Source: an optimization exercise on an open RTL-to-GDS flow (aim: a short achievable clock period and few clock cycles). Production flows keep margins and buffers that such runs may drop. Function was checked by simulation only, so behaviour that the tests miss may differ from the original. Power and IR drop assume default switching activity.

==> design/flow/design.v <==
`default_nettype none
package rvm_pkg;
    typedef enum logic [1:0] {
        INSTR_ADD,
        INSTR_ADDI,
        INSTR_LUI,
        INSTR_UNSUPPORTED
    } instr_e;
endpackage
`default_nettype wire
`default_nettype none
module rvm_decode (
    input  logic [32-1:0]        i_instr,
    output logic                        o_wen,       
    output logic                        o_use_rs1,   
    output logic                        o_use_rs2,   
    output logic [5-1:0]  o_rs1,
    output logic [5-1:0]  o_rs2,
    output logic [5-1:0]  o_rd,
    output logic [32-1:0]        o_imm
);
    logic [6:0] opcode;
    logic [2:0] funct3;
    logic [6:0] funct7;
    logic       is_add;
    logic       is_addi;
    logic       is_lui;
    assign opcode = i_instr[6:0];
    assign funct3 = i_instr[14:12];
    assign funct7 = i_instr[31:25];
    assign is_add  = opcode == 7'b0110011 && funct3 == 3'd0 && funct7 == 7'd0;
    assign is_addi = opcode == 7'b0010011 && funct3 == 3'd0;
    assign is_lui  = opcode == 7'b0110111;
    assign o_wen     = is_add || is_addi || is_lui;
    assign o_use_rs1 = !is_lui;
    assign o_use_rs2 = is_add;
    assign o_rs1     = i_instr[19:15];
    assign o_rs2     = i_instr[24:20];
    assign o_rd      = i_instr[11:7];
    assign o_imm     = is_lui ? {i_instr[31:12], 12'b0}
                              : {{20{i_instr[31]}}, i_instr[31:20]};
endmodule
`default_nettype wire
`default_nettype none
module rvm_regfile (
    input  logic                        clk,
    input  logic                        resetn,
    input  logic [5-1:0]  i_rs1_addr,
    input  logic [5-1:0]  i_rs2_addr,
    output logic [32-1:0]        o_rs1_rdata,
    output logic [32-1:0]        o_rs2_rdata,
    input  logic                        i_wen,
    input  logic [5-1:0]  i_waddr,
    input  logic [32-1:0]        i_wdata
);
    logic [32-1:0]     regs [1:32-1];
    logic [32-1:0] written;
    always_ff @(posedge clk or negedge resetn) begin
        if (!resetn) begin
            written <= '0;
        end else if (i_wen && i_waddr != '0) begin
            written[i_waddr] <= 1'b1;
        end
    end
    always_ff @(posedge clk) begin
        if (i_wen && i_waddr != '0) begin
            regs[i_waddr] <= i_wdata;                
        end
    end
    assign o_rs1_rdata = (i_rs1_addr != '0 && written[i_rs1_addr]) ? regs[i_rs1_addr] : '0;
    assign o_rs2_rdata = (i_rs2_addr != '0 && written[i_rs2_addr]) ? regs[i_rs2_addr] : '0;
endmodule
`default_nettype wire
`default_nettype none
module rvm_adder (
    input  logic [32-1:0]  i_lhs,
    input  logic [32-1:0]  i_rhs,
    output logic [32-1:0]  o_sum
);
    assign o_sum = i_lhs + i_rhs;
endmodule
`default_nettype wire
`default_nettype none
module rvm_control (
    input  logic                  clk,
    input  logic                  resetn,
    input  logic                  i_mem_stall,
    input  logic [32-1:0]  i_mem_rdata,
    output logic                  o_mem_c_en,
    output logic [32-1:0]  o_mem_addr,
    output logic                  o_instr_valid,
    output logic [32-1:0]  o_instr
);
    logic        c_en;
    logic [29:0] pc_word;                            
    always_ff @(posedge clk or negedge resetn) begin
        if (!resetn) begin
            c_en          <= 1'b0;
            pc_word       <= 32'h0000_0000 >> 2;
            o_instr_valid <= 1'b0;
        end else begin
            c_en          <= 1'b1;
            o_instr_valid <= c_en && !i_mem_stall;
            if (c_en && !i_mem_stall) begin
                pc_word <= pc_word + 30'd1;
            end
        end
    end
    always_ff @(posedge clk) begin
        o_instr <= i_mem_rdata;
    end
    assign o_mem_c_en = c_en;
    assign o_mem_addr = {pc_word, 2'b00};
endmodule
`default_nettype wire
`default_nettype none
module rvm_core_top (
    input  logic                  clk,
    input  logic                  resetn,
    output logic                  o_mem_c_en,
    output logic [32-1:0]  o_mem_addr,
    input  logic [32-1:0]  i_mem_rdata,
    input  logic                  i_mem_stall,
    output logic                  o_wb_wen,
    output logic [5-1:0] o_wb_addr,
    output logic [32-1:0]  o_wb_wdata
);
    logic                        d_valid;
    logic [32-1:0]        d_instr;
    logic                        d_wen;
    logic                        d_use_rs1;
    logic                        d_use_rs2;
    logic [5-1:0]  d_rs1;
    logic [5-1:0]  d_rs2;
    logic [5-1:0]  d_rd;
    logic [32-1:0]        d_imm;
    logic [32-1:0]        rf_rs1;
    logic [32-1:0]        rf_rs2;
    logic                        fwd_a;
    logic                        fwd_b;
    logic [32-1:0]        a_next;
    logic [32-1:0]        b_next;
    logic                        e_wen;
    logic [5-1:0]  e_rd;
    logic [32-1:0]        e_lhs;
    logic [32-1:0]        e_rhs;
    logic [32-1:0]        e_sum;
    logic                        w_wen;
    logic [5-1:0]  w_rd;
    logic [32-1:0]        w_data;
    rvm_control u_control (
        .clk           (clk),
        .resetn        (resetn),
        .i_mem_stall   (i_mem_stall),
        .i_mem_rdata   (i_mem_rdata),
        .o_mem_c_en    (o_mem_c_en),
        .o_mem_addr    (o_mem_addr),
        .o_instr_valid (d_valid),
        .o_instr       (d_instr)
    );
    rvm_decode u_decode (
        .i_instr   (d_instr),
        .o_wen     (d_wen),
        .o_use_rs1 (d_use_rs1),
        .o_use_rs2 (d_use_rs2),
        .o_rs1     (d_rs1),
        .o_rs2     (d_rs2),
        .o_rd      (d_rd),
        .o_imm     (d_imm)
    );
    rvm_regfile u_regfile (
        .clk         (clk),
        .resetn      (resetn),
        .i_rs1_addr  (d_rs1),
        .i_rs2_addr  (d_rs2),
        .o_rs1_rdata (rf_rs1),
        .o_rs2_rdata (rf_rs2),
        .i_wen       (e_wen),
        .i_waddr     (e_rd),
        .i_wdata     (e_sum)
    );
    assign fwd_a = d_use_rs1 && e_wen && e_rd == d_rs1 && d_rs1 != '0;
    assign fwd_b = d_use_rs2 && e_wen && e_rd == d_rs2 && d_rs2 != '0;
    assign a_next = fwd_a ? e_sum : (d_use_rs1 ? rf_rs1 : '0);
    assign b_next = fwd_b ? e_sum : (d_use_rs2 ? rf_rs2 : d_imm);
    always_ff @(posedge clk or negedge resetn) begin
        if (!resetn) begin
            e_wen <= 1'b0;
        end else begin
            e_wen <= d_valid && d_wen;
        end
    end
    always_ff @(posedge clk) begin
        e_rd  <= d_rd;
        e_lhs <= a_next;
        e_rhs <= b_next;
    end
    rvm_adder u_adder (
        .i_lhs (e_lhs),
        .i_rhs (e_rhs),
        .o_sum (e_sum)
    );
    always_ff @(posedge clk or negedge resetn) begin
        if (!resetn) begin
            w_wen <= 1'b0;
        end else begin
            w_wen <= e_wen;
        end
    end
    always_ff @(posedge clk) begin
        w_rd   <= e_rd;
        w_data <= e_sum;
    end
    assign o_wb_wen   = w_wen;
    assign o_wb_addr  = w_rd;
    assign o_wb_wdata = w_data;
endmodule
`default_nettype wire
==> design/flow/run.sh <==
#!/bin/bash
# synth_recipe.tcl (not shown) runs the flow's synth.tcl, then flattens the netlist and writes it again
# the make line also repeats each setting of config.mk as NAME=value (left out here)
make -C /OpenROAD-flow-scripts/flow DESIGN_CONFIG=/design/flow/config.mk WORK_HOME=/design/flow/orfs CLKGATE_MAP_FILE= SYNTH_SCRIPT=/design/flow/synth_recipe.tcl finish
==> design/flow/config.mk <==
export PLATFORM = sky130hd
export DESIGN_NAME = rvm_core_top
export DESIGN_NICKNAME = rvm_core_top
export VERILOG_FILES = /design/flow/design.v
export SDC_FILE = /design/flow/constraint.sdc
export NUM_CORES = 4
export LEC_CHECK = 0
export CAP_MARGIN = 20
export CORE_MARGIN = 2
export CORE_UTILIZATION = 40
export SLEW_MARGIN = 20
==> design/flow/constraint.sdc <==
create_clock -name core_clock -period 10.0 [get_ports {clk}]
set_input_delay 2.0000 -clock core_clock [delete_from_list [all_inputs] [get_ports {clk}]]
set_output_delay 2.0000 -clock core_clock [all_outputs]
set_load 0.01 [all_outputs]
==> summary.txt <==
Util after Layout 45.94%; remaining global-route overflow 0; IO Pins 106; RSZ-0062 raised after global routing false; CP max stage delay roughly 880 ps; most frequent cells in the layout 992 x edfxtp_1, 524 x mux4_2, 160 x mux2i_1; Final nets 3234; worst r2r src u_control.o_instr[20]$_DFF_P_; setup TNS 0 ps; crit path cell chain buf_4 > buf_4 > mux4_2 > mux2i_1 > a2111oi_0 > nor2_1 > o21ai_1 > nor2_1 > a21oi_1; most common cell after layout, fill and taps aside edfxtp_1; Longest Clk Path Bufs 3; Max Cap Viol 0; CTS tree done; worst min path class reg -> reg; Total Routing Usage GR 23.43%; CTS clock-pin slew for the worst setup and hold paths 60 ps; capturing point of the worst reg2reg path e_rhs[24]$_DFF_P_; Synth Flop Type edfxtp_1; Seq pwr share about 49%; DR DRC count 0; DP HPWL 88.55 mm; Worst EP required 10690 ps; worst vdd ir 121.6 uV; max-slew violation count 0; DR vias/cell 6.295; Synth warnings 3; vias in the first global route between 30000 and 40000; Diodes inserted 0; Layout area overhead 13.91%; Post-Synthesis Cell Area 54630 sq um; status finished clean; setup bufs post-CTS 0; Clock Skew 22.41 ps; first-pass GRT wire length roughly 230 mm; CTS HTree Levels 4; die height 373.6 um; share of cells above drive strength 1 26.74%; WHS 323.4 ps; filler instances 11519; FF/Latch Area between 30000 and 40000 sq um; crit path launch u_control.o_instr[20]$_DFF_P_; final setup fails 0; CP Launch Type register; CP max FO 47; sw power 2.535 mW; Seq/Total Area, Yosys between 60% and 70%; Mean Syn Cell Area between 15 and 20 sq um; clk root buf clkbuf_16; Fmax achieved 0.2264 GHz; post-place instance area 57760 sq um; largest net degree at the start of global routing 115; leakage power 20.57 nW; arrival time at the worst endpoint about 5100 ps; WP depth 9; Rel. slew slack 28.98%; total core area 135500 sq um; multi-input logic area 19470 sq um; PostCTS Resize Cnt 0; initial antenna violation count 2; Worst Setup EP e_rhs[24]$_DFF_P_; Internal Pwr Total 8.709 mW; Crit. End Element register; Clk pwr share 44.4%; Vias between 30000 and 40000; critical path's slowest cell buf_4; routed len/inst around 33 um; Worst-Margin Slew 1064 ps; R2R depth 9; Hold Vio Cnt, Final 0; Sink Count 1196; die area around 140000 sq um; starting density of the core 40.33%; die width 373.6 um; Port Buf Inserts 103; First-pass DRT Iterations 6; hold buffer count at cts 0; FF+latch count, synth 1196; Post-Synthesis Cells slightly above 3000; internal reg-to-reg setup slack between 5000 and 6000 ps; Switching Fraction between 20% and 30%; final WL 164.3 mm; asr flop ratio synth 5.518%; Synth cell types a little under 70; Post-synth EDFFs a little under 1000; RD Place Congestion 0.8556; finished layout cell area approximately 62000 sq um; fin crit share 44.17%; Min Clock Period, post-route 4417 ps; post-route ant nets 0; Core Rows approximately 140; Clock Latency Late Sink 760 ps; Setup Crit Path Kind reg -> reg; Starting DRT DRC Count 3616; combinational share of power 6.7%; Hold Startpoint u_control.o_instr[8]$_DFF_P_; Num CTS Buffers approximately 130; PwrDens 180.7 nW/um^2; total power 11.24 mW; crit-path leading delay family buffers and inverters; CP Buf/Inv Count 2
logic make-up (layout without fill, tap and decap cells):
group / count (synthesis) / in the layout / synth area share [%]
adders and majority gates: 38 / 38 / 0.8841
xor gates and xnor gates: 73 / 73 / 1.170
other: 2 / 3 / 0.01375
DFF: 1196 / 1196 / 62.61
and+or+nand+nor: 345 / 345 / 2.861
AOI/OAI and AO/OA: 431 / 431 / 5.023
muxes: 713 / 713 / 25.13
buffers and inverters: 258 / 473 / 2.309
per-layer routing:
metal,part of all wire [%],track usage [%],wire length [um],vias up
met5,0,0,0,-
met4,4.0,9.571,6603,0
met3,7.8,4.073,12830,340
met2,48,37.92,79320,1533
met1,40,31.49,65540,17039
li1,-,-,-,12896
through the flow:
stage	std cells	setup slack, ps
2_1_floorplan	3057	6252
3_3_place_gp	4805	5491
3_5_place_dp	4805	5524
4_1_cts	5052	5589
5_1_grt	5053	5104
6_report	5053	5583
worst min path at each step:
| stage | end | depth (start not counted) |
|---|---|---|
| global route | e_rd[3]$_DFF_P_ | 0 |
| CTS | e_rd[1]$_DFF_P_ | 0 |
| global placement | e_rd[3]$_DFF_P_ | 0 |
| detailed placement | e_rd[4]$_DFF_P_ | 0 |
| floorplan | e_rd[0]$_DFF_P_ | 0 |
| finish | e_rd[1]$_DFF_P_ | 0 |
Yosys cell counts, drive strengths merged (29+ instances only):
cell type / count / area, sq um
a21oi: 144 / 720.7
buf: 111 / 709.4
clkbuf: 103 / 386.6
dfrtp: 66 / 1652
dfxtp: 138 / 2763
edfxtp: 992 / 29790
ha: 37 / 462.9
inv: 43 / 161.4
mux2: 29 / 326.6
mux2i: 160 / 1602
mux4: 524 / 11800
nand2: 60 / 225.2
nor2: 178 / 668.1
o21ai: 49 / 245.2
o22ai: 54 / 337.8
xnor2: 41 / 359.1
xor2: 32 / 280.3
power by group through the flow:
stage               combinational, mW  clock [mW]  sequential, mW
floorplan                       0.527           0            5.56
global placement                0.749           0            5.61
detailed placement              0.752           0            5.61
CTS                             0.753        5.09            5.50
global route                    0.801        5.28            5.51
finish                          0.752        4.99            5.50
layout make-up:
| cell class | count | share of cell area [%] |
|---|---|---|
| Sequential cell | 1196 | 55.02 |
| Multi-Input combinational cell | 1603 | 31.30 |
| Clock buffer | 186 | 6.056 |
| Tap cell | 1781 | 3.581 |
| Timing Repair Buffer | 182 | 2.694 |
| Clock inverter | 61 | 1.084 |
| Inverter | 44 | 0.2654 |
flip-flops by register name, indices dropped and copies added, names as in the netlist, 5 cells and up:
register / flops
w_data: 32
e_lhs: 32
u_regfile.regs: 992
u_regfile.written: 32
w_rd: 5
e_rd: 5
u_control.o_instr: 32
u_control.pc_word: 30
e_rhs: 32
Testbench counts, summed over its fixed seeds: cycles 10,688.

-- separate check: timing with driven ports --
The flow's constraints put no driver on any port. The routed layout listed below was extracted and timed again, unchanged, in two steps.
Step 1 assumes that a clkbuf_16 drives the clock port and a buf_2 every other input.
Step 2 moves the port delays by t, midway between the first and last clock arrival at a register: inputs arrive t later, outputs are due t later. That takes back most of the time a late clock gives input paths.
a / b / c = ideal / step 1 / step 2; a / b = the first two.
t, ns: 0.827
setup slack, ns: 5.583 / 5.583 / 5.534
worst register clock-pin slew, ns: 0.07 / 0.07
worst slew at a driven data input, ns: 0.06
pins driven straight from the clock port: 1
After both steps this run still meets setup and hold. For this run, drivers alone change the setup slack by 0.000 ns; drivers and shift together by -0.049 ns.
